From an optimization exercise on the open Yosys and OpenROAD flow, aimed at small area; shortcuts taken in it are not production practice.
Function was checked by simulation only, so behaviour that the tests miss may differ from the original.
Power figures rest on the tool's default switching activity, not on a simulated workload.

### design.v
module regfile_sb #(
  parameter int XLEN     = 32,
  parameter int NREGS    = 32,
  parameter int NRD      = 2,
  parameter int ZERO_REG = 1,
  parameter int BYPASS   = 1,
  parameter int AW       = $clog2(NREGS)
) (
  input  logic                 clk_i,
  input  logic                 reset_i,
  input  logic                 wen_i,
  input  logic [AW-1:0]        rd_idx_i,
  input  logic [XLEN-1:0]      rd_data_i,
  input  logic                 reserve_i,
  input  logic [AW-1:0]        reserve_idx_i,
  input  logic                 flush_i,
  input  logic [NRD*AW-1:0]    rs_idx_i,
  output logic [NRD*XLEN-1:0]  rs_data_o,
  output logic [NRD-1:0]       rs_busy_o,
  output logic [NREGS-1:0]     busy_o
);
  logic [XLEN-1:0]  data_r [1:NREGS-1];
  logic [NREGS-1:1] valid_r;
  logic [NREGS-1:1] busy_r;
  logic [NREGS-1:1] wdec_s;
  logic [NREGS-1:1] rdec_s;
  logic [NREGS-1:1] valid_d_s;
  logic [NREGS-1:1] busy_d_s;
  logic [3:0] wlo_s, rlo_n_s;
  logic [7:0] whi_s, rhi_n_s;
  logic [NREGS-1:1] wdec_n_s;
  logic [NREGS-1:1] bz_s;
  always_comb begin
    for (int a = 0; a < 4; a++) begin
      wlo_s[a]   = (rd_idx_i[1:0] == 2'(a));
      rlo_n_s[a] = !(reserve_idx_i[1:0] == 2'(a));
    end
    for (int b = 0; b < 8; b++) begin
      whi_s[b]   = wen_i && (rd_idx_i[4:2] == 3'(b));
      rhi_n_s[b] = !(reserve_i && (reserve_idx_i[4:2] == 3'(b)));
    end
  end
  for (genvar i = 1; i < NREGS; i++) begin : g_wr
    regfile_sb_nand2 u_wdn  (.a_i({wlo_s[i%4], whi_s[i/4]}),     .y_o(wdec_n_s[i]));
    regfile_sb_inv   u_wd   (.a_i(wdec_n_s[i]),                   .y_o(wdec_s[i]));
    regfile_sb_nor2  u_rdec (.a_i({rlo_n_s[i%4], rhi_n_s[i/4]}), .y_o(rdec_s[i]));
    regfile_sb_or2   u_vnxt (.a_i({valid_r[i], wdec_s[i]}),       .y_o(valid_d_s[i]));
    regfile_sb_aoi21 u_bz   (.a_i({busy_r[i], wdec_n_s[i]}), .b_i(rdec_s[i]), .y_o(bz_s[i]));
    regfile_sb_nor2  u_bnxt (.a_i({flush_i, bz_s[i]}),                        .y_o(busy_d_s[i]));
  end
  always_ff @(posedge clk_i) begin
    for (int i = 1; i < NREGS; i++) begin
      if (wdec_s[i]) data_r[i] <= rd_data_i;
    end
  end
  always_ff @(posedge clk_i or negedge reset_i) begin
    if (!reset_i) begin
      valid_r <= '0;
      busy_r  <= '0;
    end else begin
      valid_r <= valid_d_s;
      busy_r  <= busy_d_s;
    end
  end
  for (genvar k = 0; k < NRD; k++) begin : g_rd
    logic [AW-1:0]    idx_s;
    logic             byp_s;
    logic             bsel_s;
    logic [3:0]       lo_s;
    logic [7:0]       hi_s;
    logic [NREGS-1:1] sel_s;
    assign idx_s  = rs_idx_i[k*AW +: AW];
    assign byp_s  = wen_i && (rd_idx_i == idx_s) && (idx_s != '0);
    assign bsel_s = reset_i && byp_s;
    always_comb begin
      for (int a = 0; a < 4; a++)
        lo_s[a] = (idx_s[1:0] == 2'(a));
      for (int b = 0; b < 8; b++)
        hi_s[b] = reset_i && !byp_s && (idx_s[4:2] == 3'(b));
    end
    for (genvar i = 1; i < NREGS; i++) begin : g_sel
      regfile_sb_and3 u_sel (.a_i({lo_s[i%4], hi_s[i/4], valid_r[i]}), .y_o(sel_s[i]));
    end
    for (genvar b = 0; b < XLEN; b++) begin : g_bit
      logic [NREGS-1:0] col_s;
      for (genvar i = 1; i < NREGS; i++) begin : g_col
        assign col_s[i] = data_r[i][b];
      end
      assign col_s[0] = rd_data_i[b];
      regfile_sb_aor32 u_mux (
        .sel_i ({sel_s, bsel_s}),
        .dat_i (col_s),
        .y_o   (rs_data_o[k*XLEN + b])
      );
    end
    logic [NREGS-1:0] bv_s;
    logic [7:0]       grp_s;
    assign bv_s = {busy_r, 1'b0};
    for (genvar b = 0; b < 8; b++) begin : g_bgrp
      regfile_sb_aor4 u_g (.sel_i(lo_s), .dat_i(bv_s[4*b +: 4]), .y_o(grp_s[b]));
    end
    regfile_sb_aor8 u_bsy (.sel_i(hi_s), .dat_i(grp_s), .y_o(rs_busy_o[k]));
  end
  assign busy_o = {busy_r, 1'b0};
endmodule
module regfile_sb_aor32 (
  input  logic [31:0] sel_i,
  input  logic [31:0] dat_i,
  output logic        y_o
);
  logic [11:0] n_s;
  for (genvar g = 0; g < 10; g++) begin : g_aoi
    regfile_sb_aoi222 u_aoi (
      .a_i (sel_i[3*g +: 3]),
      .b_i (dat_i[3*g +: 3]),
      .y_o (n_s[g])
    );
  end
  regfile_sb_nand2 u_n30 (.a_i({sel_i[30], dat_i[30]}), .y_o(n_s[10]));
  regfile_sb_nand2 u_n31 (.a_i({sel_i[31], dat_i[31]}), .y_o(n_s[11]));
  logic [2:0] o_s;
  regfile_sb_nand4 u_n0 (.a_i(n_s[3:0]),  .y_o(o_s[0]));
  regfile_sb_nand4 u_n1 (.a_i(n_s[7:4]),  .y_o(o_s[1]));
  regfile_sb_nand4 u_n2 (.a_i(n_s[11:8]), .y_o(o_s[2]));
  regfile_sb_or3   u_o  (.a_i(o_s),       .y_o(y_o));
endmodule
module regfile_sb_aoi222 (
  input  logic [2:0] a_i,
  input  logic [2:0] b_i,
  output logic       y_o
);
  assign y_o = !((a_i[0] && b_i[0]) || (a_i[1] && b_i[1]) || (a_i[2] && b_i[2]));
endmodule
module regfile_sb_nand2 (
  input  logic [1:0] a_i,
  output logic       y_o
);
  assign y_o = !(&a_i);
endmodule
module regfile_sb_nand4 (
  input  logic [3:0] a_i,
  output logic       y_o
);
  assign y_o = !(&a_i);
endmodule
module regfile_sb_or3 (
  input  logic [2:0] a_i,
  output logic       y_o
);
  assign y_o = |a_i;
endmodule
module regfile_sb_aor4 (
  input  logic [3:0] sel_i,
  input  logic [3:0] dat_i,
  output logic       y_o
);
  logic [1:0] n_s;
  regfile_sb_aoi222 u_a0 (.a_i(sel_i[2:0]), .b_i(dat_i[2:0]), .y_o(n_s[0]));
  regfile_sb_nand2  u_a1 (.a_i({sel_i[3], dat_i[3]}),         .y_o(n_s[1]));
  regfile_sb_nand2  u_n  (.a_i(n_s),                          .y_o(y_o));
endmodule
module regfile_sb_aor8 (
  input  logic [7:0] sel_i,
  input  logic [7:0] dat_i,
  output logic       y_o
);
  logic [3:0] n_s;
  regfile_sb_aoi222 u_a0 (.a_i(sel_i[2:0]), .b_i(dat_i[2:0]), .y_o(n_s[0]));
  regfile_sb_aoi222 u_a1 (.a_i(sel_i[5:3]), .b_i(dat_i[5:3]), .y_o(n_s[1]));
  regfile_sb_nand2  u_a2 (.a_i({sel_i[6], dat_i[6]}),         .y_o(n_s[2]));
  regfile_sb_nand2  u_a3 (.a_i({sel_i[7], dat_i[7]}),         .y_o(n_s[3]));
  regfile_sb_nand4  u_n  (.a_i(n_s),                          .y_o(y_o));
endmodule
module regfile_sb_nor2 (
  input  logic [1:0] a_i,
  output logic       y_o
);
  assign y_o = !(|a_i);
endmodule
module regfile_sb_or2 (
  input  logic [1:0] a_i,
  output logic       y_o
);
  assign y_o = |a_i;
endmodule
module regfile_sb_and3 (
  input  logic [2:0] a_i,
  output logic       y_o
);
  assign y_o = &a_i;
endmodule
module regfile_sb_inv (
  input  logic a_i,
  output logic y_o
);
  assign y_o = !a_i;
endmodule
module regfile_sb_aoi21 (
  input  logic [1:0] a_i,
  input  logic       b_i,
  output logic       y_o
);
  assign y_o = !((a_i[0] && a_i[1]) || b_i);
endmodule
### standard.sh
#!/bin/bash
# synth_recipe.tcl (not shown) runs the flow's synth.tcl, then flattens the netlist and writes it again
# the make line also repeats each setting of config.mk as NAME=value (left out here)
make -C /OpenROAD-flow-scripts/flow DESIGN_CONFIG=/design/flow/config.mk WORK_HOME=/design/flow/orfs CLKGATE_MAP_FILE= SYNTH_SCRIPT=/design/flow/synth_recipe.tcl "${@:-finish}"
### constraint.sdc
create_clock -name core_clock -period 8.0 [get_ports {clk_i}]
set_input_delay 1.6000 -clock core_clock [delete_from_list [all_inputs] [get_ports {clk_i}]]
set_output_delay 1.6000 -clock core_clock [all_outputs]
set_load 0.01 [all_outputs]
### config.mk
export PLATFORM = sky130hd
export DESIGN_NAME = regfile_sb
export DESIGN_NICKNAME = regfile_sb
export VERILOG_FILES = /design/flow/design.v
export SDC_FILE = /design/flow/constraint.sdc
export NUM_CORES = 4
export LEC_CHECK = 0
export CAP_MARGIN = 20
export CORE_MARGIN = 2
export CORE_UTILIZATION = 60
export CTS_BUF_LIST = sky130_fd_sc_hd__clkbuf_8
export CTS_CLUSTER_DIAMETER = 100
export CTS_CLUSTER_SIZE = 16
export SLEW_MARGIN = 20
export SYNTH_HIERARCHICAL = 1
export SYNTH_MINIMUM_KEEP_SIZE = 0
### flow/run.sh
#!/bin/bash
set -o pipefail
eval "$(sed -n 's/^export \(CTS_BUF_LIST\|CTS_CLUSTER_SIZE\|CTS_CLUSTER_DIAMETER\) *= *\(.*\)$/\1="\2"/p' config.mk)"
grep -E "CTS_|MARGIN|UTIL" config.mk > cts_settings.log 2>&1
export BUFFER_PORTS_ARGS="-buffer_cell sky130_fd_sc_hd__buf_1"
export CTS_ARGS="-sink_clustering_enable -repair_clock_nets -dont_use_dummy_load -buf_list {${CTS_BUF_LIST}} -sink_clustering_size ${CTS_CLUSTER_SIZE} -sink_clustering_max_diameter ${CTS_CLUSTER_DIAMETER}"
echo "CTS_ARGS=$CTS_ARGS" >> cts_settings.log
bash standard.sh > standard_flow.log 2>&1
==> impl_metrics.json, run 1 <==
{
  "status": "no timing/DRC/antenna violations",
  "seq_area_frac_synth_pct": 74.4,
  "setup_viol": 0,
  "final_common_cell": "edfxtp_1",
  "pwr_density_cell_mw_per_mm2": 201,
  "gp_congestion": 0.960,
  "fin_crit_ns": 7.16,
  "crit_chain": "buf_1, inv_2, o2bb2ai_1, nor4_4, a21oi_1, and3_1, buf_4, a222oi_1, nand4_1, or3_1, buf_1",
  "post_dp_cell_area_mm2": 0.0447,
  "vias": 31379,
  "hold_class": "flip-flop to flip-flop",
  "start_kind": "primary input",
  "cp_max_fo": 19,
  "grt_pass1_wl_um": 205000,
  "fin_util_pct": 65.5,
  "ys_types": 35,
  "cts.path.max_buffers": 3,
  "path_class": "primary input to output port",
  "finalHoldViolCount": 0,
  "timing.final.crit_share_pct": 89.5,
  "multiInputGateArea_mm2": 0.0106,
  "required_ns": 6.40,
  "worst_path_most_repeated_cell": "buf_1",
  "dp_hpwl_um": 85700,
  "cts_resized": 0,
  "area_delta_synth_final_pct": 8.55,
  "final_cell_mix": "edfxtp_1 (992), a222oi_1 (660), nand2_1 (204)",
  "clk_latency_ns": 0.74,
  "first_global_vias": 30298,
  "critPathSlowestCell": "and3_1",
  "start_util_pct": 60.4,
  "cts_made_buffers": 76,
  "maxCapViolCount": 0,
  "power_mw": 9.18,
  "io_pins": 155,
  "track_usage_pct": 40.1,
  "synth_top_flop_cell": "edfxtp_1",
  "grt_antenna_before_repair": 13,
  "fillers": 4930,
  "arrival_ns": 5.56,
  "die_area_mm2": 0.0723,
  "fmax_ghz": 0.140,
  "max_stage_delay_ns": 0.62,
  "routed.top_layer": "met5",
  "port_buffers": 153,
  "drtAntennaViolNets": 0,
  "cts_hold_buf": 0,
  "instances_no_fill": 3762,
  "mappedNetlistArea_mm2": 0.0421,
  "clock-skew-final_ns": 0,
  "cts_tree": "built",
  "end_kind": "output port",
  "slew_headroom_pct": 19.4,
  "rows": 97,
  "die_h_um": 269,
  "drtIter0Drc": 8247,
  "final-seq-area_mm2": 0.0313,
  "cts-root-buf": "clkbuf_8",
  "cp.buffers_inverters": 4,
  "setup-tns-final_ns": 0,
  "grt_setup_unrepaired": "false",
  "drv_slew": 0,
  "cts.clk_slew.worst_paths_ns": 0.07,
  "synth_warnings": 8,
  "grt_max_degree": 35,
  "wl_um": 147000,
  "synthArstFlopShare_pct": 5.88,
  "synthCells": 2483,
  "routed-wl-met3_um": 23900,
  "post-route-cell-area_mm2": 0.0457,
  "max-vdd-ir-drop_mv": 0.194,
  "wl_met2_um": 65600,
  "synth-seq-cells": 1054,
  "wl_met1_um": 51000,
  "clock-sinks": 1054,
  "tightestPinTransition_ns": 1.21,
  "nNetsFinal": 2875,
  "drive_above_1_share_pct": 9.20,
  "core_mm2": 0.0698,
  "syn_avg_cell_area_um2": 17.0,
  "power_leakage_nw": 14.6,
  "routedWlPerCell_um": 39.1,
  "h-tree-depth": 3,
  "drc_errors": 0,
  "overflow": 0,
  "synth_edf_count": 992,
  "dp.cells": 3680,
  "vias_per_cell": 8.34,
  "dieWidth_um": 269,
  "first_pass_iters": 15,
  "cp_top_family": "simple AND/OR/NAND/NOR gates",
  "cts_post_setup_buffers_inserted": 0
}
## path summary, 6_finish.rpt
kind	start	to	slack, ns	depth (start not counted)
worst max-delay path	rs_idx_i[3]	rs_data_o[18]	0.84	11
worst min-delay path	valid_r[29]	valid_r[29]	0.49	1
worst max register to register	busy_r[25]	busy_r[25]	7.22	2
worst min register to register	valid_r[29]	valid_r[29]	0.49	1
max in group asynchronous	reset_i	busy_r[31]	6.54	2
min in group asynchronous	reset_i	busy_r[8]	0.98	2
## cell families after synthesis
kind of cell	after synthesis	share of synthesized area (%)
AO/OA/AOI/OAI	702	16.5
XOR/XNOR	7	0.146
buffers and inverters	40	0.389
flip-flops	1054	74.4
other	1	0.00890
AND/OR/NAND/NOR	679	8.50
## worst register-to-register path, cell delays in order (launching register included)
cell and delay (ns):
dfrtp_1 0.46, a21oi_2 0.15, nor2_1 0.05
## per-module statistics from Yosys, one instance, submodules excluded, excerpt
module             cells  copies in the design  flops+latches
regfile_sb          1153                     1           1054
regfile_sb_and3        1                    62              0
regfile_sb_aoi222      1                   660              0
regfile_sb_inv         1                    31              0
regfile_sb_nand2       1                   195              0
regfile_sb_nand4       1                   194              0
regfile_sb_nor2        1                    62              0
regfile_sb_or3         1                    64              0
## layer usage
metal	track usage (%)	up-vias
met1	55.0	15554
met4	17.7	8
li1	-	12340
met3	12.1	490
met5	0	-
met2	59.8	2987
## where the power goes
group	internal, mW	switching (mW)	leakage [nW]	total [mW]
sequential	6.13	0.0555	9.72	6.18
combinational	0.133	0.387	4.30	0.520
clock	0.855	1.62	0.546	2.48
## cells in the mapped netlist (all sizes together) (9+ instances only)
library cell	n	area share (%)
nand4	195	2.9
a21oi	35	0.69
nor2	75	0.67
or3	64	0.95
a222oi	660	16
nor2b	9	0.13
nand2	204	1.8
edfxtp	992	71
dfrtp	62	3.7
or2	34	0.51
inv	36	0.32
and3	65	0.97
## stage by stage
stage          hold slack (ns)  setup WS (ns)
2_1_floorplan            0.440           2.49
3_3_place_gp             0.453           1.16
3_5_place_dp             0.460           1.03
4_1_cts                  0.484           1.01
5_1_grt                  0.507          0.770
6_report                 0.486          0.841
## layout make-up
| cell class | instances | area share (%) |
|---|---|---|
| multi-input cells | 1391 | 23.3 |
| clock buffers | 76 | 2.29 |
| flip-flops and latches | 1054 | 68.6 |
| inverters | 36 | 0.296 |
| repair buffers | 259 | 3.01 |
| diodes | 6 | 0.0328 |
| well taps | 940 | 2.57 |
## sequential cells by signal (all words and copies together), names as in the netlist
name     flops
busy_r      31
data_r     992
valid_r     31
==> run 2: changes to the inputs <==
--- a/config.mk
+++ b/config.mk
@@ -8,5 +8,5 @@
 export CAP_MARGIN = 20
 export CORE_MARGIN = 2
-export CORE_UTILIZATION = 60
+export CORE_UTILIZATION = 50
 export CTS_BUF_LIST = sky130_fd_sc_hd__clkbuf_8
 export CTS_CLUSTER_DIAMETER = 100
==> run 2 against run 1 <==
Against the previous run:
- clock skew is the same
- sequential cell count unchanged
- worst setup slack improved by 0.22 ns
- clock-buffer cell count unchanged
- area after synthesis unchanged
- combinational power is 1% higher
- sequential power barely moved
- first-iteration DRC count shrank 5.3%
- final cell count rose by 4.3%
- synthesized cell count is the same
- clock power hardly changed
- register-to-register slack hardly changed
- critical path type unchanged
- critical endpoint is now rs_data_o[28]
- highest routed layer unchanged
==> impl_metrics.json, run 2 <==
{
  "first_global_vias": 30489,
  "power_leakage_nw": 14.7,
  "post_dp_cell_area_mm2": 0.0450,
  "synthCells": 2483,
  "synth-seq-cells": 1054,
  "fin_crit_ns": 6.94,
  "ff2ff_setup_slack_ns": 7.22,
  "die_area_mm2": 0.0866,
  "cp.buffers_inverters": 4,
  "end_kind": "output port",
  "synthArstFlopShare_pct": 5.88,
  "cts_made_buffers": 76,
  "arrival_ns": 5.34,
  "vias": 31405,
  "clk_latency_ns": 0.71,
  "cts_post_setup_buffers_inserted": 0,
  "cts.path.max_buffers": 3,
  "crit_chain": "buf_1, inv_2, o2bb2ai_1, nor4_4, a211oi_1, and3_1, buf_4, a222oi_1, nand4_1, or3_1, buf_1",
  "pwr_density_cell_mw_per_mm2": 200,
  "tightestPinTransition_ns": 1.18,
  "hold_class": "flip-flop to flip-flop",
  "fmax_ghz": 0.144,
  "area_delta_synth_final_pct": 9.55,
  "r2r_start": "busy_r[27]",
  "syn_avg_cell_area_um2": 17.0,
  "mappedNetlistArea_mm2": 0.0421,
  "io_pins": 155,
  "yosysTopAreaCellShare_pct": 70.7,
  "routedWlPerCell_um": 39.7,
  "finalHoldViolCount": 0,
  "reg2reg_depth": 2,
  "yosys-top-cells-area": "edfxtp_1 (71%), a222oi_1 (16%), dfrtp_1 (3.7%)",
  "post-route-cell-area_mm2": 0.0461,
  "grt_setup_unrepaired": "false",
  "maxCapViolCount": 0,
  "h-tree-depth": 3,
  "required_ns": 6.40,
  "fin_ws_ns": 1.06,
  "overflow": 0,
  "synth_top_flop_cell": "edfxtp_1",
  "first_pass_iters": 13,
  "cp_max_fo": 17,
  "final_cell_mix": "edfxtp_1 (992), a222oi_1 (660), nand2_1 (204)",
  "final_common_cell": "edfxtp_1",
  "synth_most_common_cell": "edfxtp_1",
  "rows": 106,
  "start_kind": "primary input",
  "drv_slew": 0,
  "largest_reg_flops": 992,
  "port_buffers": 153,
  "cts_resized": 0,
  "drive_above_1_share_pct": 11.3,
  "timing.final.crit_share_pct": 86.7,
  "max_stage_delay_ns": 0.56,
  "dp_hpwl_um": 89900,
  "whs_endpoint": "valid_r[28]",
  "wl_um": 156000,
  "synth_warnings": 8,
  "cp_top_family": "simple AND/OR/NAND/NOR gates",
  "grt_pass1_wl_um": 216000,
  "grt_max_degree": 48,
  "status": "no timing/DRC/antenna violations",
  "ys_top_cells_by_count": "edfxtp_1 (992), a222oi_1 (660), nand2_1 (204)",
  "drtIter0Drc": 7809,
  "cts_hold_buf": 0,
  "grt_antenna_before_repair": 11,
  "path_class": "primary input to output port",
  "drc_errors": 0,
  "max-vdd-ir-drop_mv": 0.122,
  "slew_headroom_pct": 21.4,
  "setup-tns-final_ns": 0,
  "largest_register": "data_r",
  "cts.clk_slew.worst_paths_ns": 0.07,
  "gp_congestion": 0.931,
  "power_mw": 9.22,
  "worst_path_most_repeated_cell": "buf_1",
  "min_from": "valid_r[28]",
  "core_mm2": 0.0836,
  "track_usage_pct": 35.2,
  "clock-sinks": 1054,
  "start_util_pct": 50.4,
  "seq_area_frac_synth_pct": 74.4,
  "nNetsFinal": 2898,
  "setup_viol": 0,
  "ys_types": 35,
  "cts_tree": "built",
  "yosysTopAreaCell": "edfxtp_1",
  "drtAntennaViolNets": 0,
  "whs_path_depth": 1,
  "critPathSlowestCell": "and3_1",
  "place_ws_ns": 1.19,
  "synth_edf_count": 992,
  "dieWidth_um": 294,
  "r2r-end": "busy_r[27]",
  "top_regs": "data_r: 992 flops, busy_r: 31 flops, valid_r: 31 flops",
  "vias_per_cell": 8.01,
  "cts-root-buf": "clkbuf_8",
  "die_h_um": 294,
  "clock-skew-final_ns": 0
}
[run 2: worst max path at each step]
stage                 from       endpoint  cells past startpoint
6_report       rs_idx_i[3]  rs_data_o[28]                     11
5_1_grt        rs_idx_i[3]   rs_data_o[4]                     11
4_1_cts        rd_idx_i[0]   rs_data_o[4]                     11
3_5_place_dp   rs_idx_i[3]   rs_data_o[4]                     11
3_3_place_gp   rs_idx_i[3]   rs_data_o[4]                     11
2_1_floorplan  rs_idx_i[3]   rs_data_o[0]                      8
[run 2: cell families (layout without fill, tap and decap cells)]
logic type      Yosys count  count (layout)  synth area share, %
flops                  1054            1054                 74.4
other cells               1               6              0.00890
buf+inv                  40             394                0.389
compound gates          702             702                 16.5
xor+xnor                  7               7                0.146
simple gates            679             679                 8.50
[run 2: worst reg2reg max path: stages (launching register included)]
cell and delay [ns]:
dfrtp_1 0.46, a21oi_2 0.16, nor2_1 0.05
[run 2: per-module statistics from Yosys, one instance, submodules excluded, excerpt]
| module | times used | cell area [um2] | flip-flops and latches |
|---|---|---|---|
| regfile_sb_nand4 | 194 | 6.26 | 0 |
| regfile_sb_aoi21 | 31 | 8.76 | 0 |
| regfile_sb_and3 | 62 | 6.26 | 0 |
| regfile_sb_or3 | 64 | 6.26 | 0 |
| regfile_sb_inv | 31 | 3.75 | 0 |
| regfile_sb_or2 | 31 | 6.26 | 0 |
| regfile_sb_nor2 | 62 | 3.75 | 0 |
| regfile_sb_aoi222 | 660 | 10.0 | 0 |
| regfile_sb | 1 | 32000 | 1054 |
| regfile_sb_nand2 | 195 | 3.75 | 0 |
[run 2: stage by stage]
stage	utilization, %	instances	hold slack, ns
2_1_floorplan	-	2485	0.440
3_3_place_gp	53.9	3840	0.454
3_5_place_dp	53.9	3841	0.463
5_1_grt	55.2	3920	0.496
4_1_cts	55.2	3917	0.478
6_report	55.2	3922	0.487
[run 2: where the power goes]
| group | leakage [nW] | switching (mW) | internal (mW) | total, mW |
|---|---|---|---|---|
| Clock | 0.546 | 1.65 | 0.856 | 2.51 |
| Sequential | 9.72 | 0.0553 | 6.13 | 6.18 |
| Combinational | 4.43 | 0.392 | 0.135 | 0.527 |
[run 2: routing by layer]
layer,GRT usage [%],up-vias,wire [um],part of all wire (%)
met5,0,-,34,0.022
met4,15.8,6,7280,4.7
met1,46.2,15764,54400,35
li1,-,12392,-,-
met2,55.5,2738,71500,46
met3,8.97,505,22400,14
[run 2: layout make-up]
type | count | area, um2
Clock buffer | 76 | 1050
Multi-Input combinational cell | 1391 | 10700
Tap cell | 1080 | 1350
Timing Repair Buffer | 282 | 1580
Antenna cell | 3 | 7.51
Fill cell | 6657 | 37400
Inverter | 36 | 143
Sequential cell | 1054 | 31300
==> run 3: changes to the inputs <==
--- a/design.v
+++ b/design.v
@@ -30,14 +30,34 @@
   logic [7:0] whi_s, rhi_n_s;
   logic [NREGS-1:1] wdec_n_s;
-  logic [NREGS-1:1] bz_s;
-  always_comb begin
-    for (int a = 0; a < 4; a++) begin
-      wlo_s[a]   = (rd_idx_i[1:0] == 2'(a));
-      rlo_n_s[a] = !(reserve_idx_i[1:0] == 2'(a));
-    end
-    for (int b = 0; b < 8; b++) begin
-      whi_s[b]   = wen_i && (rd_idx_i[4:2] == 3'(b));
-      rhi_n_s[b] = !(reserve_i && (reserve_idx_i[4:2] == 3'(b)));
-    end
+  logic [AW-1:0] rd_idx_n_s, res_idx_n_s;
+  for (genvar j = 0; j < AW; j++) begin : g_idxn
+    regfile_sb_inv u_wi (.a_i(rd_idx_i[j]),      .y_o(rd_idx_n_s[j]));
+    regfile_sb_inv u_ri (.a_i(reserve_idx_i[j]), .y_o(res_idx_n_s[j]));
+  end
+  for (genvar a = 0; a < 4; a++) begin : g_wrlo
+    regfile_sb_nor2 u_w (
+      .a_i ({a[1] ? rd_idx_n_s[1] : rd_idx_i[1], a[0] ? rd_idx_n_s[0] : rd_idx_i[0]}),
+      .y_o (wlo_s[a])
+    );
+    regfile_sb_nand2 u_r (
+      .a_i ({a[1] ? reserve_idx_i[1] : res_idx_n_s[1], a[0] ? reserve_idx_i[0] : res_idx_n_s[0]}),
+      .y_o (rlo_n_s[a])
+    );
+  end
+  for (genvar b = 0; b < 8; b++) begin : g_wrhi
+    regfile_sb_and4 u_w (
+      .a_i ({wen_i,
+             b[2] ? rd_idx_i[4] : rd_idx_n_s[4],
+             b[1] ? rd_idx_i[3] : rd_idx_n_s[3],
+             b[0] ? rd_idx_i[2] : rd_idx_n_s[2]}),
+      .y_o (whi_s[b])
+    );
+    regfile_sb_nand4 u_r (
+      .a_i ({reserve_i,
+             b[2] ? reserve_idx_i[4] : res_idx_n_s[4],
+             b[1] ? reserve_idx_i[3] : res_idx_n_s[3],
+             b[0] ? reserve_idx_i[2] : res_idx_n_s[2]}),
+      .y_o (rhi_n_s[b])
+    );
   end
   for (genvar i = 1; i < NREGS; i++) begin : g_wr
@@ -46,6 +66,11 @@
     regfile_sb_nor2  u_rdec (.a_i({rlo_n_s[i%4], rhi_n_s[i/4]}), .y_o(rdec_s[i]));
     regfile_sb_or2   u_vnxt (.a_i({valid_r[i], wdec_s[i]}),       .y_o(valid_d_s[i]));
-    regfile_sb_aoi21 u_bz   (.a_i({busy_r[i], wdec_n_s[i]}), .b_i(rdec_s[i]), .y_o(bz_s[i]));
-    regfile_sb_nor2  u_bnxt (.a_i({flush_i, bz_s[i]}),                        .y_o(busy_d_s[i]));
+    regfile_sb_bnext u_bnxt (
+      .flush_i  (flush_i),
+      .busy_i   (busy_r[i]),
+      .wdec_n_i (wdec_n_s[i]),
+      .rdec_i   (rdec_s[i]),
+      .y_o      (busy_d_s[i])
+    );
   end
   always_ff @(posedge clk_i) begin
@@ -73,9 +98,24 @@
     assign byp_s  = wen_i && (rd_idx_i == idx_s) && (idx_s != '0);
     assign bsel_s = reset_i && byp_s;
-    always_comb begin
-      for (int a = 0; a < 4; a++)
-        lo_s[a] = (idx_s[1:0] == 2'(a));
-      for (int b = 0; b < 8; b++)
-        hi_s[b] = reset_i && !byp_s && (idx_s[4:2] == 3'(b));
+    logic          en_s;
+    logic [AW-1:0] idx_n_s;
+    assign en_s = reset_i && !byp_s;
+    for (genvar j = 0; j < AW; j++) begin : g_idxn
+      regfile_sb_inv u_i (.a_i(idx_s[j]), .y_o(idx_n_s[j]));
+    end
+    for (genvar a = 0; a < 4; a++) begin : g_lo
+      regfile_sb_nor2 u_lo (
+        .a_i ({a[1] ? idx_n_s[1] : idx_s[1], a[0] ? idx_n_s[0] : idx_s[0]}),
+        .y_o (lo_s[a])
+      );
+    end
+    for (genvar b = 0; b < 8; b++) begin : g_hi
+      regfile_sb_and4 u_hi (
+        .a_i ({en_s,
+               b[2] ? idx_s[4] : idx_n_s[4],
+               b[1] ? idx_s[3] : idx_n_s[3],
+               b[0] ? idx_s[2] : idx_n_s[2]}),
+        .y_o (hi_s[b])
+      );
     end
     for (genvar i = 1; i < NREGS; i++) begin : g_sel
@@ -196,9 +236,17 @@
   assign y_o = !a_i;
 endmodule
-module regfile_sb_aoi21 (
-  input  logic [1:0] a_i,
-  input  logic       b_i,
-  output logic       y_o
-);
-  assign y_o = !((a_i[0] && a_i[1]) || b_i);
-endmodule
+module regfile_sb_bnext (
+  input  logic flush_i,
+  input  logic busy_i,
+  input  logic wdec_n_i,
+  input  logic rdec_i,
+  output logic y_o
+);
+  assign y_o = !flush_i && ((busy_i && wdec_n_i) || rdec_i);
+endmodule
+module regfile_sb_and4 (
+  input  logic [3:0] a_i,
+  output logic       y_o
+);
+  assign y_o = &a_i;
+endmodule
--- a/config.mk
+++ b/config.mk
@@ -8,8 +8,8 @@
 export CAP_MARGIN = 20
 export CORE_MARGIN = 2
-export CORE_UTILIZATION = 50
+export CORE_UTILIZATION = 60
 export CTS_BUF_LIST = sky130_fd_sc_hd__clkbuf_8
-export CTS_CLUSTER_DIAMETER = 100
-export CTS_CLUSTER_SIZE = 16
+export CTS_CLUSTER_DIAMETER = 80
+export CTS_CLUSTER_SIZE = 12
 export SLEW_MARGIN = 20
 export SYNTH_HIERARCHICAL = 1
==> run 3 against run 2 <==
Against the previous run:
- global-route usage rose by 5.0 points
- utilization up 11 points
- first-iteration DRC count rose by 5.3%
- worst setup slack got worse by 0.11 ns
==> impl_metrics.json, run 3 <==
{
  "track_usage_pct": 40.2,
  "pwr_density_cell_mw_per_mm2": 206,
  "rows": 96,
  "nNetsFinal": 2887,
  "power_mw": 9.46,
  "cts-root-buf": "clkbuf_8",
  "io_pins": 155,
  "synth_warnings": 8,
  "grt_antenna_before_repair": 15,
  "arrival_ns": 5.44,
  "cts.clk_slew.worst_paths_ns": 0.05,
  "crit_chain": "buf_1, xor2_1, nor3_1, a41oi_1, and4_1, and3_1, buf_4, a222oi_1, nand4_1, or3_1, buf_1",
  "start_util_pct": 60.9,
  "fmax_ghz": 0.142,
  "tightestPinTransition_ns": 1.22,
  "core_mm2": 0.0689,
  "reg2reg_depth": 2,
  "yosys-top-cells-area": "edfxtp_1 (71%), a222oi_1 (16%), dfrtp_1 (3.7%)",
  "yosysTopAreaCellShare_pct": 71.0,
  "drv_slew": 0,
  "drc_errors": 0,
  "area_delta_synth_final_pct": 9.22,
  "seq_area_frac_synth_pct": 74.7,
  "largest_register": "data_r",
  "syn_avg_cell_area_um2": 16.9,
  "ys_top_cells_by_count": "edfxtp_1 (992), a222oi_1 (660), nand4_1 (203)",
  "vias": 31536,
  "timing.final.crit_share_pct": 88.0,
  "critPathSlowestCell": "or3_1",
  "cts_post_setup_buffers_inserted": 0,
  "dieWidth_um": 268,
  "whs_path_depth": 1,
  "final_common_cell": "edfxtp_1",
  "max_stage_delay_ns": 0.57,
  "path_class": "primary input to output port",
  "fin_crit_ns": 7.04,
  "max-vdd-ir-drop_mv": 0.173,
  "clock-skew-final_ns": 0,
  "min_from": "valid_r[24]",
  "power_frac_seq_pct": 65.4,
  "r2r-end": "busy_r[13]",
  "grt_max_degree": 64,
  "fin_ws_ns": 0.959,
  "start_kind": "primary input",
  "mappedNetlistArea_mm2": 0.0420,
  "r2r_start": "busy_r[13]",
  "cts_made_buffers": 98,
  "synth_top_flop_cell": "edfxtp_1",
  "end_kind": "output port",
  "cts_resized": 0,
  "drtAntennaViolNets": 0,
  "ys_types": 24,
  "grt_pass1_wl_um": 205000,
  "synth-seq-cells": 1054,
  "hold_slack_ns": 0.483,
  "ff2ff_setup_slack_ns": 7.19,
  "first_global_vias": 30495,
  "cp_max_fo": 18,
  "status": "no timing/DRC/antenna violations",
  "yosysTopAreaCell": "edfxtp_1",
  "comb_power_share_pct": 5.4,
  "routedWlPerCell_um": 39.2,
  "dp_hpwl_um": 83100,
  "final_cell_mix": "edfxtp_1 (992), a222oi_1 (660), nand4_1 (203)",
  "cts_hold_buf": 0,
  "swShare_pct": 22.3,
  "clk_latency_ns": 0.73,
  "synth_edf_count": 992,
  "pwr-share-clk_pct": 29.2,
  "wl_um": 147000,
  "drive_above_1_share_pct": 8.56,
  "cts.path.max_buffers": 3,
  "setup_viol": 0,
  "power_leakage_nw": 14.7,
  "synthCells": 2478,
  "finalHoldViolCount": 0,
  "die_area_mm2": 0.0721,
  "setup-tns-final_ns": 0,
  "first_pass_iters": 12,
  "netSwitchingPower_mw": 2.11,
  "gp_congestion": 0.985,
  "vias_per_cell": 8.38,
  "hold_class": "flip-flop to flip-flop",
  "clock-sinks": 1054,
  "top_regs": "data_r: 992 flops, busy_r: 31 flops, valid_r: 31 flops",
  "internal_power_mw": 7.34,
  "h-tree-depth": 3,
  "drtIter0Drc": 8224,
  "place_ws_ns": 1.17,
  "whs_endpoint": "valid_r[24]",
  "overflow": 0,
  "worst_path_most_repeated_cell": "buf_1",
  "die_h_um": 268,
  "largest_reg_flops": 992,
  "cts_tree": "built",
  "slew_headroom_pct": 18.7,
  "grt_setup_unrepaired": "false",
  "synthArstFlopShare_pct": 5.88,
  "required_ns": 6.40,
  "port_buffers": 153,
  "maxCapViolCount": 0,
  "synth_most_common_cell": "edfxtp_1"
}
run 3: cell types whose count changed in the layout (fill, tap and decap cells not counted), moves of 17 or more:
cell / change
and3_2: -26
a21oi_1: +27
and4_1: +24
and3_1: +25
inv_1: +17
a21oi_2: -31
buf_4: -28
clkbuf_8: +22
run 3: per-module statistics from Yosys, one instance, submodules excluded, a selection:
module	cells	area, um2	flops+latches
regfile_sb_and3	1	6.26	0
regfile_sb_and4	1	8.76	0
regfile_sb_nand4	1	6.26	0
regfile_sb_or2	1	6.26	0
regfile_sb_bnext	2	8.76	0
regfile_sb_or3	1	6.26	0
run 3: worst max-delay path by stage:
stage,from,end,slack [ns],depth (start not counted)
2_1_floorplan,rs_idx_i[3],rs_data_o[0],1.62,6
3_3_place_gp,rd_idx_i[2],rs_data_o[47],1.27,11
3_5_place_dp,rs_idx_i[7],rs_data_o[35],1.17,11
4_1_cts,rs_idx_i[3],rs_data_o[28],1.15,11
5_1_grt,rd_idx_i[2],rs_data_o[47],0.91,11
6_report,rd_idx_i[2],rs_data_o[47],0.96,11
run 3: per-stage QoR:
stage | instance area (um2) | cells | utilization (%)
6_report | 45800 | 3765 | 66.5
5_1_grt | 45800 | 3760 | 66.5
4_1_cts | 45800 | 3759 | 66.5
3_5_place_dp | 44500 | 3661 | 64.5
3_3_place_gp | 44500 | 3661 | 64.5
2_1_floorplan | 42000 | 2480 | -
run 3: kinds of logic after synthesis:
kind of cell | synth area share, %
buffers and inverters | 0.483
XOR/XNOR | 0.188
other | 0.00894
flip-flops | 74.7
AO/OA/AOI/OAI | 16.2
AND/OR/NAND/NOR | 8.47
run 3: power by group through the flow:
| stage | Combinational, mW | Clock [mW] | Sequential [mW] |
|---|---|---|---|
| 2_1_floorplan | 0.193 | 0 | 6.29 |
| 3_3_place_gp | 0.477 | 0 | 6.29 |
| 3_5_place_dp | 0.488 | 0 | 6.30 |
| 4_1_cts | 0.490 | 2.78 | 6.18 |
| 5_1_grt | 0.529 | 2.96 | 6.19 |
| 6_report | 0.514 | 2.76 | 6.18 |
run 3: cell type report:
class	instances	area, um2
clock buffers	98	1350
repair buffers	251	1310
flip-flops and latches	1054	31300
fillers	4863	23100
inverters	52	196
diodes	6	15.0
well taps	931	1160
multi-input cells	1373	10500
run 3: critical path, delay by kind of cell:
| kind | cells | cell delay, ns |
|---|---|---|
| simple gates | 5 | 2.13 |
| compound gates | 2 | 0.70 |
| xor+xnor | 1 | 0.11 |
| buf+inv | 3 | 0.87 |
run 3: per-layer routing:
layer | global-route usage, % | wire length, um
met5 | 0.541 | 78
met4 | 18.7 | 7140
met3 | 12.3 | 24900
met2 | 59.7 | 65100
met1 | 54.8 | 50200
==> run 4: changes to the inputs <==
--- a/config.mk
+++ b/config.mk
@@ -10,6 +10,6 @@
 export CORE_UTILIZATION = 60
 export CTS_BUF_LIST = sky130_fd_sc_hd__clkbuf_8
-export CTS_CLUSTER_DIAMETER = 80
-export CTS_CLUSTER_SIZE = 12
+export CTS_CLUSTER_DIAMETER = 60
+export CTS_CLUSTER_SIZE = 14
 export SLEW_MARGIN = 20
 export SYNTH_HIERARCHICAL = 1
==> run 4 against run 3 <==
Against the previous run:
- still clean on timing, DRC and antenna
- clock power is 5% lower
- critical path depth unchanged
- hold slack gained 0.0033 ns
- non-clock buffer count unchanged
- design area fell by 0.31%
- via count is 0.22% lower
- largest cell class unchanged
- largest power group unchanged
==> impl_metrics.json, run 4 <==
{
  "crit_chain": "buf_1, xor2_1, nor3_1, a41oi_1, and4_1, and3_1, buf_4, a222oi_1, nand4_1, or3_1, buf_1",
  "comb_power_share_pct": 5.5,
  "crit_path_start": "rd_idx_i[2]",
  "seq_area_frac_synth_pct": 74.7,
  "r2r_start": "busy_r[12]",
  "overflow": 0,
  "cts-root-buf": "clkbuf_8",
  "synth_edf_count": 992,
  "gp_congestion": 0.985,
  "end_kind": "output port",
  "setup_viol": 0,
  "core_mm2": 0.0689,
  "maxCapViolCount": 0,
  "cts.clk_slew.worst_paths_ns": 0.07,
  "yosysTopAreaCellShare_pct": 71.0,
  "syn_avg_cell_area_um2": 16.9,
  "hold_slack_ns": 0.486,
  "fmax_ghz": 0.142,
  "max_stage_delay_ns": 0.59,
  "rows": 96,
  "yosys-top-cells-area": "edfxtp_1 (71%), a222oi_1 (16%), dfrtp_1 (3.7%)",
  "final_common_cell": "edfxtp_1",
  "drtIter0Drc": 8200,
  "largest_register": "data_r",
  "power_frac_seq_pct": 66.3,
  "area_delta_synth_final_pct": 8.88,
  "slew_headroom_pct": 20.6,
  "drtAntennaViolNets": 0,
  "largest_reg_flops": 992,
  "grt_pass1_wl_um": 205000,
  "vias": 31467,
  "synth_top_flop_cell": "edfxtp_1",
  "mappedNetlistArea_mm2": 0.0420,
  "cp_max_fo": 18,
  "die_h_um": 268,
  "critPathSlowestCell": "or3_1",
  "grt_setup_unrepaired": "false",
  "worst_path_most_repeated_cell": "buf_1",
  "cts_resized": 0,
  "clock-sinks": 1054,
  "port_buffers": 153,
  "arrival_ns": 5.44,
  "h-tree-depth": 3,
  "drive_above_1_share_pct": 8.23,
  "min_from": "valid_r[31]",
  "max-vdd-ir-drop_mv": 0.159,
  "power_leakage_nw": 14.6,
  "tightestPinTransition_ns": 1.19,
  "drc_errors": 0,
  "timing.final.crit_share_pct": 88.0,
  "wl_um": 147000,
  "fin_crit_ns": 7.04,
  "cts_post_setup_buffers_inserted": 0,
  "cp_top_family": "simple AND/OR/NAND/NOR gates",
  "ys_types": 24,
  "track_usage_pct": 40.2,
  "path_class": "primary input to output port",
  "cts_made_buffers": 88,
  "instances_no_fill": 3753,
  "pwr_density_cell_mw_per_mm2": 204,
  "drv_slew": 0,
  "start_util_pct": 60.9,
  "dieWidth_um": 268,
  "final_cell_mix": "edfxtp_1 (992), a222oi_1 (660), nand4_1 (203)",
  "cts.path.max_buffers": 3,
  "required_ns": 6.40,
  "synth_most_common_cell": "edfxtp_1",
  "grt_antenna_before_repair": 14,
  "dp.cells": 3661,
  "clk_latency_ns": 0.75,
  "cp.buffers_inverters": 3,
  "ys_top_cells_by_count": "edfxtp_1 (992), a222oi_1 (660), nand4_1 (203)",
  "internal_power_mw": 7.24,
  "synth-seq-cells": 1054,
  "top_regs": "data_r: 992 flops, busy_r: 31 flops, valid_r: 31 flops",
  "cts_hold_buf": 0,
  "nNetsFinal": 2877,
  "vias_per_cell": 8.38,
  "first_pass_iters": 14,
  "status": "no timing/DRC/antenna violations",
  "die_area_mm2": 0.0721,
  "routedWlPerCell_um": 39.3,
  "start_kind": "primary input",
  "finalHoldViolCount": 0,
  "netSwitchingPower_mw": 2.09,
  "cts_tree": "built",
  "grt_max_degree": 64,
  "swShare_pct": 22.4,
  "synthCells": 2478,
  "hold_class": "flip-flop to flip-flop",
  "post-route-cell-area_mm2": 0.0457,
  "first_global_vias": 30376,
  "setup-tns-final_ns": 0,
  "io_pins": 155,
  "synth_warnings": 8,
  "pwr-share-clk_pct": 28.2,
  "clock-skew-final_ns": 0,
  "dp_hpwl_um": 83100,
  "yosysTopAreaCell": "edfxtp_1",
  "post_dp_cell_area_mm2": 0.0445,
  "synthArstFlopShare_pct": 5.88
}
[run 4: changes by cell type in the layout (fill, tap and decap cells not counted)]
cell,before,now
clkbuf_8,98,88
diode_2,6,4
[run 4: cells by family after synthesis]
logic type / synth area share (%)
buf+inv: 0.483
compound gates: 16.2
other cells: 0.00894
simple gates: 8.47
xor+xnor: 0.188
flops: 74.7
[run 4: worst paths after layout]
kind / endpoint / slack (ns) / depth (start not counted)
max: rs_data_o[47] / 0.96 / 11
min: valid_r[31] / 0.49 / 1
max reg2reg: busy_r[12] / 7.15 / 2
min reg2reg: valid_r[31] / 0.49 / 1
max in group asynchronous: valid_r[30] / 6.18 / 2
min in group asynchronous: busy_r[10] / 1.18 / 2
[run 4: modules after synthesis (local to each module, per instance), a selection]
module             flops+latches  cell area, um2  times used  cells
regfile_sb_or2                 0            6.26          31      1
regfile_sb_inv                 0            3.75          51      1
regfile_sb                  1054           31500           1   1080
regfile_sb_nand4               0            6.26         202      1
regfile_sb_nor2                0            3.75          43      1
regfile_sb_or3                 0            6.26          64      1
regfile_sb_nand2               0            3.75         199      1
regfile_sb_bnext               0            8.76          31      2
regfile_sb_and4                0            8.76          24      1
regfile_sb_aoi222              0            10.0         660      1
regfile_sb_and3                0            6.26          62      1
[run 4: power by group through the flow]
stage / registers, mW / logic [mW] / clock network [mW]
6_report: 6.18 / 0.514 / 2.63
5_1_grt: 6.19 / 0.529 / 2.82
4_1_cts: 6.18 / 0.490 / 2.64
3_5_place_dp: 6.30 / 0.488 / 0
3_3_place_gp: 6.29 / 0.477 / 0
2_1_floorplan: 6.29 / 0.193 / 0
[run 4: routing by layer]
metal	vias up	part of all wire, %	global-route usage (%)	wire, um
met5	-	0.052	0.541	76
met4	8	4.6	17.5	6780
met3	555	18	13.3	26000
met2	3158	45	60.3	65700
met1	15395	33	54.2	48700
li1	12351	-	-	-
[run 4: final cells by class]
class	count	area [um2]
clock buffers	88	1210
diodes	4	10.0
inverters	52	196
flip-flops and latches	1054	31300
multi-input cells	1373	10500
repair buffers	251	1310
fillers	4895	23300
well taps	931	1160
[run 4: metrics by stage]
step	power [mW]	setup slack, ns	util, %
floorplan	6.48	1.62	-
global placement	6.77	1.27	64.5
detailed placement	6.79	1.17	64.5
CTS	9.31	1.16	66.3
global route	9.54	0.940	66.3
finish	9.32	0.960	66.3
[run 4: worst reg2reg max path: stages, from the launching register on]
cell	delay (ns)
dfrtp_1	0.45
a21oi_1	0.22
nor2_1	0.06
==> run 5: changes to the inputs <==
--- a/config.mk
+++ b/config.mk
@@ -8,5 +8,5 @@
 export CAP_MARGIN = 20
 export CORE_MARGIN = 2
-export CORE_UTILIZATION = 60
+export CORE_UTILIZATION = 65
 export CTS_BUF_LIST = sky130_fd_sc_hd__clkbuf_8
 export CTS_CLUSTER_DIAMETER = 60
==> run 5 against run 4 <==
Against the previous run:
- first-iteration DRC count rose by 12%
- critical path type unchanged
- worst setup slack better by 0.062 ns
- critical path depth is the same
- combinational power hardly changed
- final cell count is 1.6% lower
- utilization increased by 5.0 points
- critical endpoint is now rs_data_o[59]
- area after synthesis did not move
- register-to-register slack gained 0.04 ns
==> impl_metrics.json, run 5 <==
{
  "core_mm2": 0.0641,
  "h-tree-depth": 3,
  "fin_crit_ns": 6.98,
  "top_regs": "data_r: 992 flops, busy_r: 31 flops, valid_r: 31 flops",
  "synth-compound-area-share_pct": 16.2,
  "vias_per_cell": 8.63,
  "io_pins": 155,
  "pwr_density_cell_mw_per_mm2": 204,
  "instances_no_fill": 3692,
  "ys_types": 24,
  "area_delta_synth_final_pct": 8.97,
  "die_h_um": 258,
  "yosysTopAreaCell": "edfxtp_1",
  "cts_post_setup_buffers_inserted": 0,
  "yosys-top-cells-area": "edfxtp_1 (71%), a222oi_1 (16%), dfrtp_1 (3.7%)",
  "start_util_pct": 65.4,
  "ys_top_cells_by_count": "edfxtp_1 (992), a222oi_1 (660), nand4_1 (203)",
  "whs_path_depth": 1,
  "synthAdderAreaFrac_pct": 0,
  "internal_power_mw": 7.23,
  "synth_most_common_cell": "edfxtp_1",
  "min_from": "valid_r[7]",
  "cts_tree": "built",
  "drtIter0Drc": 9185,
  "maxCapViolCount": 0,
  "final_cell_mix": "edfxtp_1 (992), a222oi_1 (660), nand4_1 (203)",
  "grt_antenna_before_repair": 22,
  "setup_viol": 0,
  "slew_headroom_pct": 18.1,
  "cts_made_buffers": 87,
  "path_class": "primary input to output port",
  "clk_latency_ns": 0.68,
  "start_kind": "primary input",
  "reg2reg_depth": 2,
  "grt_max_degree": 64,
  "end_kind": "output port",
  "finalHoldViolCount": 0,
  "clock-skew-final_ns": 0,
  "status": "no timing/DRC/antenna violations",
  "synth_warnings": 8,
  "first_pass_iters": 14,
  "cp.buffers_inverters": 3,
  "clock-sinks": 1054,
  "pwr-share-clk_pct": 28.2,
  "nNetsFinal": 2890,
  "crit_chain": "buf_1, xor2_1, nor3_1, a41oi_1, and4_1, and3_1, buf_4, a222oi_1, nand4_1, or3_1, buf_1",
  "critPathSlowestCell": "or3_1",
  "tightestPinTransition_ns": 1.23,
  "whs_endpoint": "valid_r[7]",
  "drc_errors": 0,
  "yosysTopAreaCellShare_pct": 71.0,
  "required_ns": 6.40,
  "routedWlPerCell_um": 39.0,
  "max_stage_delay_ns": 0.53,
  "rows": 93,
  "port_buffers": 153,
  "hold_class": "flip-flop to flip-flop",
  "largest_reg_flops": 992,
  "max-vdd-ir-drop_mv": 0.211,
  "grt_setup_unrepaired": "false",
  "synth_top_flop_cell": "edfxtp_1",
  "synth-seq-cells": 1054,
  "syn_avg_cell_area_um2": 16.9,
  "worst_path_most_repeated_cell": "buf_1",
  "dieWidth_um": 258,
  "final_common_cell": "edfxtp_1",
  "cts_hold_buf": 0,
  "drv_slew": 0,
  "setup-tns-final_ns": 0,
  "first_global_vias": 30816,
  "cts-root-buf": "clkbuf_8",
  "dp.cells": 3598,
  "gp_congestion": 0.949,
  "comb_power_share_pct": 5.5,
  "muxShareOfSynthArea_pct": 0,
  "wl_um": 144000,
  "r2r-end": "busy_r[11]",
  "arrival_ns": 5.38,
  "cts.clk_slew.worst_paths_ns": 0.07,
  "grt_pass1_wl_um": 203000,
  "timing.final.crit_share_pct": 87.2,
  "power_leakage_nw": 14.6,
  "mappedNetlistArea_mm2": 0.0420,
  "cts.path.max_buffers": 3,
  "swShare_pct": 22.5,
  "synthCells": 2478,
  "power_frac_seq_pct": 66.3,
  "fmax_ghz": 0.143,
  "drtAntennaViolNets": 0,
  "synth_edf_count": 992,
  "vias": 31874,
  "drive_above_1_share_pct": 8.37,
  "synthArstFlopShare_pct": 5.88,
  "r2r_start": "busy_r[11]",
  "cp_max_fo": 19,
  "seq_area_frac_synth_pct": 74.7,
  "cts_resized": 0,
  "die_area_mm2": 0.0666,
  "dp_hpwl_um": 82900,
  "track_usage_pct": 42.4,
  "synth_xor_area_share_pct": 0.188,
  "synth-simple-area-share_pct": 8.47,
  "cp_top_family": "simple AND/OR/NAND/NOR gates",
  "overflow": 0,
  "synth_top_family_by_area": "compound AO/OA/AOI/OAI gates",
  "ff2ff_setup_slack_ns": 7.19,
  "fillers": 4129,
  "largest_register": "data_r",
  "netSwitchingPower_mw": 2.10
}
[run 5: cell counts after synthesis]
Identical to the previous run, type by type.
[run 5: cell families (layout without fill, tap and decap cells)]
kind of cell | after synthesis | in the layout
other | 1 | 9
XOR/XNOR | 9 | 9
AO/OA/AOI/OAI | 694 | 694
buffers and inverters | 53 | 404
AND/OR/NAND/NOR | 667 | 667
flip-flops | 1054 | 1054
[run 5: per-module statistics from Yosys (local to each module, per instance), a selection]
module	times used	flops+latches	area, um2
regfile_sb_or2	31	0	6.26
regfile_sb_and3	62	0	6.26
regfile_sb_bnext	31	0	8.76
regfile_sb_aoi222	660	0	10.0
regfile_sb_and4	24	0	8.76
regfile_sb_or3	64	0	6.26
regfile_sb	1	1054	31500
regfile_sb_nand4	202	0	6.26
regfile_sb_inv	51	0	3.75
regfile_sb_nor2	43	0	3.75
[run 5: worst max path at each step]
stage	startpoint	to	slack (ns)	cells after the start
after floorplan	rs_idx_i[3]	rs_data_o[0]	1.62	6
after global placement	rs_idx_i[3]	rs_data_o[24]	1.23	11
after detailed placement	rs_idx_i[7]	rs_data_o[40]	1.12	11
after CTS	rs_idx_i[7]	rs_data_o[40]	1.11	11
after global routing	rd_idx_i[2]	rs_data_o[39]	0.91	11
final	rd_idx_i[2]	rs_data_o[59]	1.02	11
[run 5: cell type report]
cell class | instances | area, um2 | share of cell area, %
tap | 855 | 1070 | 2.34
clock buffer | 87 | 1200 | 2.62
multi-input combinational | 1373 | 10500 | 22.9
antenna | 6 | 15.0 | 0.0328
inverter | 52 | 195 | 0.427
sequential | 1054 | 31300 | 68.5
timing repair buffer | 265 | 1450 | 3.17
[run 5: power groups by stage]
| stage | sequential, mW | clock [mW] | combinational (mW) |
|---|---|---|---|
| after floorplan | 6.29 | 0 | 0.193 |
| after global placement | 6.29 | 0 | 0.476 |
| after detailed placement | 6.30 | 0 | 0.488 |
| after CTS | 6.18 | 2.61 | 0.489 |
| after global routing | 6.19 | 2.80 | 0.529 |
| final | 6.18 | 2.63 | 0.515 |
[run 5: metal layers]
metal  track usage, %  wire [um]  up-vias
li1                 -          -    12382
met1             57.3      46800    15495
met2             63.8      64300     3378
met3             13.5      25900      601
met4             19.2       7010       18
met5                0        109        -
[run 5: metrics by stage]
step	utilization (%)	power (mW)	hold WS, ns	cell area [um2]	setup WS, ns
global route	71.3	9.52	0.507	45700	0.912
finish	71.3	9.33	0.489	45700	1.02
CTS	71.2	9.28	0.482	45700	1.11
global placement	69.4	6.77	0.453	44500	1.23
detailed placement	69.4	6.79	0.464	44500	1.12
floorplan	-	6.48	0.440	42000	1.62

[port drivers added, routing unchanged]
How much do the figures lean on ideal ports? The routed layouts below were timed once more, with nothing changed but the port constraints. Step 1 assumes that a clkbuf_16 drives the clock port and a buf_2 every other input. Step 2 adds t to the input delays and takes it off the output delays; t is the mean of the earliest and latest rising clock arrival at the registers after step 1. Input paths then give back, and output paths get back, about the clock's delay inside the block. a / b / c = ideal / step 1 / step 2; a / b = the first two.
| run | t (ns) | setup slack, ns | hold slack, ns | worst setup path after step 2 | worst register clock-pin slew, ns |
|---|---|---|---|---|---|
| run 1 | 0.748 | 0.841 / 0.818 / 0.818 | 0.486 / 0.486 / 0.486 | input to output | 0.11 / 0.11 |
| run 2 | 0.768 | 1.064 / 1.042 / 1.042 | 0.487 / 0.487 / 0.487 | input to output | 0.11 / 0.11 |
| run 3 | 0.756 | 0.959 / 0.931 / 0.931 | 0.483 / 0.483 / 0.483 | input to output | 0.09 / 0.09 |
| run 4 | 0.758 | 0.960 / 0.933 / 0.933 | 0.486 / 0.486 / 0.486 | input to output | 0.09 / 0.09 |
| run 5 | 0.758 | 1.022 / 0.994 / 0.994 | 0.489 / 0.489 / 0.489 | input to output | 0.09 / 0.09 |
After both steps every run listed still meets setup and hold.
